What follows belongs to an exercise in optimizing a design on an open flow for small area; a production flow would make more cautious choices.
RTL that was checked went through simulation tests only; none was proved equivalent to the original.

Setup of v6:
==> flow/design.v <==
package conn_mgr_pkg;
    typedef enum logic {
        CONN_CLOSED = 1'b0,
        CONN_OPEN   = 1'b1
    } conn_status_e;
    typedef enum logic {
        OP_CLOSE = 1'b0,
        OP_OPEN  = 1'b1
    } cm_op_e;
    typedef enum logic [1:0] {
        ERR_OK           = 2'd0,
        ERR_ID_WRONG     = 2'd1,
        ERR_ALREADY_OPEN = 2'd2,
        ERR_IS_CLOSED    = 2'd3
    } cm_err_e;
endpackage
`timescale 1ns/1ps
module conn_manager_top (
    input  logic                          clk,
    input  logic                          reset,
    input  logic                          initialize,
    output logic                          initialized,
    input  logic                          cmd_valid,
    output logic                          cmd_ready,
    input  logic                          cmd_open,
    input  logic [32-1:0]  cmd_conn_id,
    input  logic [32-1:0]       cmd_dest_ip,
    input  logic [16-1:0]     cmd_dest_port,
    output logic                          status_valid,
    input  logic                          status_ready,
    output logic [32-1:0]  status_conn_id,
    output conn_mgr_pkg::cm_err_e         status_err,
    input  logic                          rpc_in_valid,
    input  logic [32-1:0]  rpc_in_conn_id,
    input  logic [64-1:0]  rpc_in_payload,
    output logic                          rpc_out_valid,
    output logic [32-1:0]  rpc_out_conn_id,
    output logic [64-1:0]  rpc_out_payload,
    output logic [32-1:0]       rpc_out_dest_ip,
    output logic [16-1:0]     rpc_out_dest_port,
    output logic                          error
);
    localparam int AW = 4;
    localparam int NE = 2**AW;
    localparam int DW = 32 + 16;
    localparam int NR = NE / 2;
    logic           sweeping;
    logic [AW-1:0]  sweep_addr;
    always_ff @(posedge clk) begin
        if (reset) begin
            sweeping    <= 1'b0;
            sweep_addr  <= '0;
            initialized <= 1'b0;
        end else if (sweeping) begin
            sweep_addr <= sweep_addr + 1'b1;
            if (&sweep_addr) begin
                sweeping    <= 1'b0;
                initialized <= 1'b1;
            end
        end else if (initialize) begin
            sweeping    <= 1'b1;
            initialized <= 1'b0;
        end
    end
    typedef enum logic [1:0] {ST_IDLE, ST_CHECK, ST_REPORT} exec_state_e;
    exec_state_e state;
    logic                          op_valid;
    logic                          d_open;
    logic [32-1:0]  d_id;
    logic [DW-1:0]                 d_dest;
    logic                          cmd_accept;
    assign cmd_ready  = initialized && !op_valid;
    assign cmd_accept = cmd_valid && cmd_ready;
    always_ff @(posedge clk) begin
        if (reset) begin
            op_valid <= 1'b0;
        end else if (cmd_accept) begin
            op_valid <= 1'b1;
        end else if (state == ST_IDLE) begin
            op_valid <= 1'b0;
        end
    end
    always_ff @(posedge clk) begin
        if (cmd_accept) begin
            d_open <= cmd_open;
            d_id   <= cmd_conn_id;
            d_dest <= {cmd_dest_ip, cmd_dest_port};
        end
    end
    logic [NE-1:0]  st;
    logic [AW-1:0]  d_addr;
    logic           d_in_range;
    logic           d_st;
    assign d_addr     = d_id[AW-1:0];
    assign d_in_range = ~|d_id[32-1:AW];
    assign d_st       = st[d_addr];
    logic                          capture;
    logic [1:0]                    cap_err;
    logic [32-1:0]  e_id;
    logic [1:0]                    e_err;
    logic                          st_we;
    logic                          res_valid;
    logic                          res_ready;
    assign capture = op_valid && (state == ST_IDLE);
    assign cap_err = !d_in_range     ? 2'd1 :
                     (d_st == d_open) ? {1'b1, !d_open} : 2'd0;
    always_ff @(posedge clk) begin
        if (reset) begin
            state <= ST_IDLE;
        end else begin
            case (state)
                ST_IDLE: begin
                    if (op_valid) begin
                        state <= d_in_range ? ST_CHECK : ST_REPORT;
                    end
                end
                ST_CHECK: state <= ST_REPORT;
                default: begin
                    if (res_ready) begin
                        state <= ST_IDLE;
                    end
                end
            endcase
        end
    end
    always_ff @(posedge clk) begin
        if (capture) begin
            e_id  <= d_id;
            e_err <= cap_err;
        end
    end
    assign st_we = (state == ST_CHECK) && (e_err == 2'd0);
    always_ff @(posedge clk) begin
        for (int i = 0; i < NE; i++) begin
            if (sweeping) begin
                st[i] <= 1'b0;
            end else if (st_we && (e_id[AW-1:0] == AW'(i))) begin
                st[i] <= !st[i];
            end
        end
    end
    assign res_valid = (state == ST_REPORT);
    assign res_ready = !status_valid;
    always_ff @(posedge clk) begin
        if (reset) begin
            status_valid <= 1'b0;
        end else if (res_valid && res_ready) begin
            status_valid <= 1'b1;
        end else if (status_ready) begin
            status_valid <= 1'b0;
        end
    end
    always_ff @(posedge clk) begin
        if (res_valid && res_ready) begin
            status_conn_id <= e_id;
            status_err     <= conn_mgr_pkg::cm_err_e'(e_err);
        end
    end
    logic               ph;
    logic               dest_we;
    logic [DW-1:0]      slot0 [0:NR-1];
    logic [DW-1:0]      slot1 [0:NR-1];
    always_ff @(posedge clk) begin
        if (reset) begin
            ph <= 1'b0;
        end else begin
            ph <= !ph;
        end
    end
    assign dest_we = (capture || (state == ST_CHECK)) && d_open && d_in_range && !d_st &&
                     (d_addr[0] != ph);
    for (genvar r = 0; r < NR; r++) begin : g_ring
        always_ff @(posedge clk) begin
            slot1[r] <= slot0[r];
            if (dest_we && (d_addr[AW-1:1] == (AW-1)'(r))) begin
                slot0[r] <= d_dest;
            end else begin
                slot0[r] <= slot1[r];
            end
        end
    end
    logic                   in_range;
    logic                   in_open;
    logic                   s1_ok;
    logic                   s1_closed;
    logic [AW-1:0]          s1_addr;
    logic [AW-1:0]          s2_addr;
    logic [64-1:0] s1_payload;
    logic [DW-1:0]          rd_dest;
    assign in_range = ~|rpc_in_conn_id[32-1:AW];
    assign in_open  = st[rpc_in_conn_id[AW-1:0]];
    always_ff @(posedge clk) begin
        if (reset) begin
            s1_ok         <= 1'b0;
            s1_closed     <= 1'b0;
            rpc_out_valid <= 1'b0;
            error         <= 1'b0;
        end else begin
            s1_ok         <= rpc_in_valid && in_range && in_open;
            s1_closed     <= rpc_in_valid && in_range && !in_open;
            rpc_out_valid <= s1_ok;
            if ((rpc_in_valid && !in_range) || s1_closed) begin
                error <= 1'b1;
            end
        end
    end
    logic [NE-1:0]          rd_sel;
    always_ff @(posedge clk) begin
        s1_addr         <= rpc_in_conn_id[AW-1:0];
        s1_payload      <= rpc_in_payload;
        s2_addr         <= s1_addr;
        rpc_out_payload <= s1_payload;
        for (int p = 0; p < NE; p++) begin
            rd_sel[p] <= ({s1_addr[AW-1:1], s1_addr[0] ^ !ph} == AW'(p));
        end
    end
    always_comb begin
        rd_dest = '0;
        for (int r = 0; r < NR; r++) begin
            rd_dest = rd_dest | ({DW{rd_sel[2*r]}} & slot0[r]) | ({DW{rd_sel[2*r+1]}} & slot1[r]);
        end
    end
    assign rpc_out_conn_id   = {{(32-AW){1'b0}}, s2_addr};
    assign rpc_out_dest_ip   = rd_dest[DW-1:16];
    assign rpc_out_dest_port = rd_dest[16-1:0];
endmodule
clock: 5.0 ns
lec_check: 0
cap_margin: 20
core_margin: 2
core_utilization: 40
slew_margin: 20
run.sh (not shown) runs the stock make flow with config.mk's settings and CLKGATE_MAP_FILE= SYNTH_SCRIPT=/design/flow/synth_recipe.tcl, a recipe that flattens the netlist after the stock synthesis.
For v7, these inputs were changed with respect to v6:
--- a/flow/design.v
+++ b/flow/design.v
@@ -205,5 +205,4 @@
         end
     end
-    logic [NE-1:0]          rd_sel;
     always_ff @(posedge clk) begin
         s1_addr         <= rpc_in_conn_id[AW-1:0];
@@ -211,14 +210,6 @@
         s2_addr         <= s1_addr;
         rpc_out_payload <= s1_payload;
-        for (int p = 0; p < NE; p++) begin
-            rd_sel[p] <= ({s1_addr[AW-1:1], s1_addr[0] ^ !ph} == AW'(p));
-        end
-    end
-    always_comb begin
-        rd_dest = '0;
-        for (int r = 0; r < NR; r++) begin
-            rd_dest = rd_dest | ({DW{rd_sel[2*r]}} & slot0[r]) | ({DW{rd_sel[2*r+1]}} & slot1[r]);
-        end
-    end
+    end
+    assign rd_dest = (s2_addr[0] ^ ph) ? slot1[s2_addr[AW-1:1]] : slot0[s2_addr[AW-1:1]];
     assign rpc_out_conn_id   = {{(32-AW){1'b0}}, s2_addr};
     assign rpc_out_dest_ip   = rd_dest[DW-1:16];
==> notes.md <==
- Result for v6 and v7: all clean
- The area share of xor/xnor cells in the synthesized design of v6 and that of v7 are within noise of each other.
- The worst-case register-to-register setup slack in v7 sits 220 ps below the value recorded for v6.
- On length of routed met2 wiring, the lower figure sits with v6, not v7.
- Per the comparison of v7 with v6, non-clock buffer total of the final layout went up 3.4%, worst slew slack as a fraction of its limit went up 3.8 points, via count went up 8.6%.
- A first element of the critical path of s2_addr[3] is what v7 shows, while rd_sel[1] belongs to v6.
- For the sequential share of layout area, v7 came in 2.2 points lower than v6 did.
- Relative to v6, least setup slack across all paths after layout has decreased by 510 ps in v7.
- The post-synthesis cell type count in v7 was higher than what v6 gave.
- The higher final cell count of v6 and v7 is in v7.
- v7 vs. v6: routed wire length per instance shrank by about 5%; maximum clock frequency shrank by 11%; wire length grew by about 4.4%; count of sequential standard cells shrank by about 1.5%.
The RTL of v6 was laid out without a check of its function.

-- static timing again, ports no longer ideal --
Ports are ideal in the flow. The routed layouts listed here were re-timed in OpenROAD.
Step 1, drivers: a clkbuf_16 drives clk and a buf_2 each remaining input, both assumed.
Step 2 moves the port delays by t, midway between the first and last clock arrival at a register: inputs arrive t later, outputs are due t later. That takes back most of the time a late clock gives input paths.
Slacks: ideal ports / drivers / drivers and shift; pairs: ideal ports / drivers.
run	t, ns	slack for setup (ns)	slew at the worst register clock pin (ns)
v6	0.726	0.766 / 0.701 / 1.427	0.07 / 0.07
v7	0.742	0.257 / 0.195 / 0.937	0.06 / 0.06
After both steps every run listed still meets setup and hold.
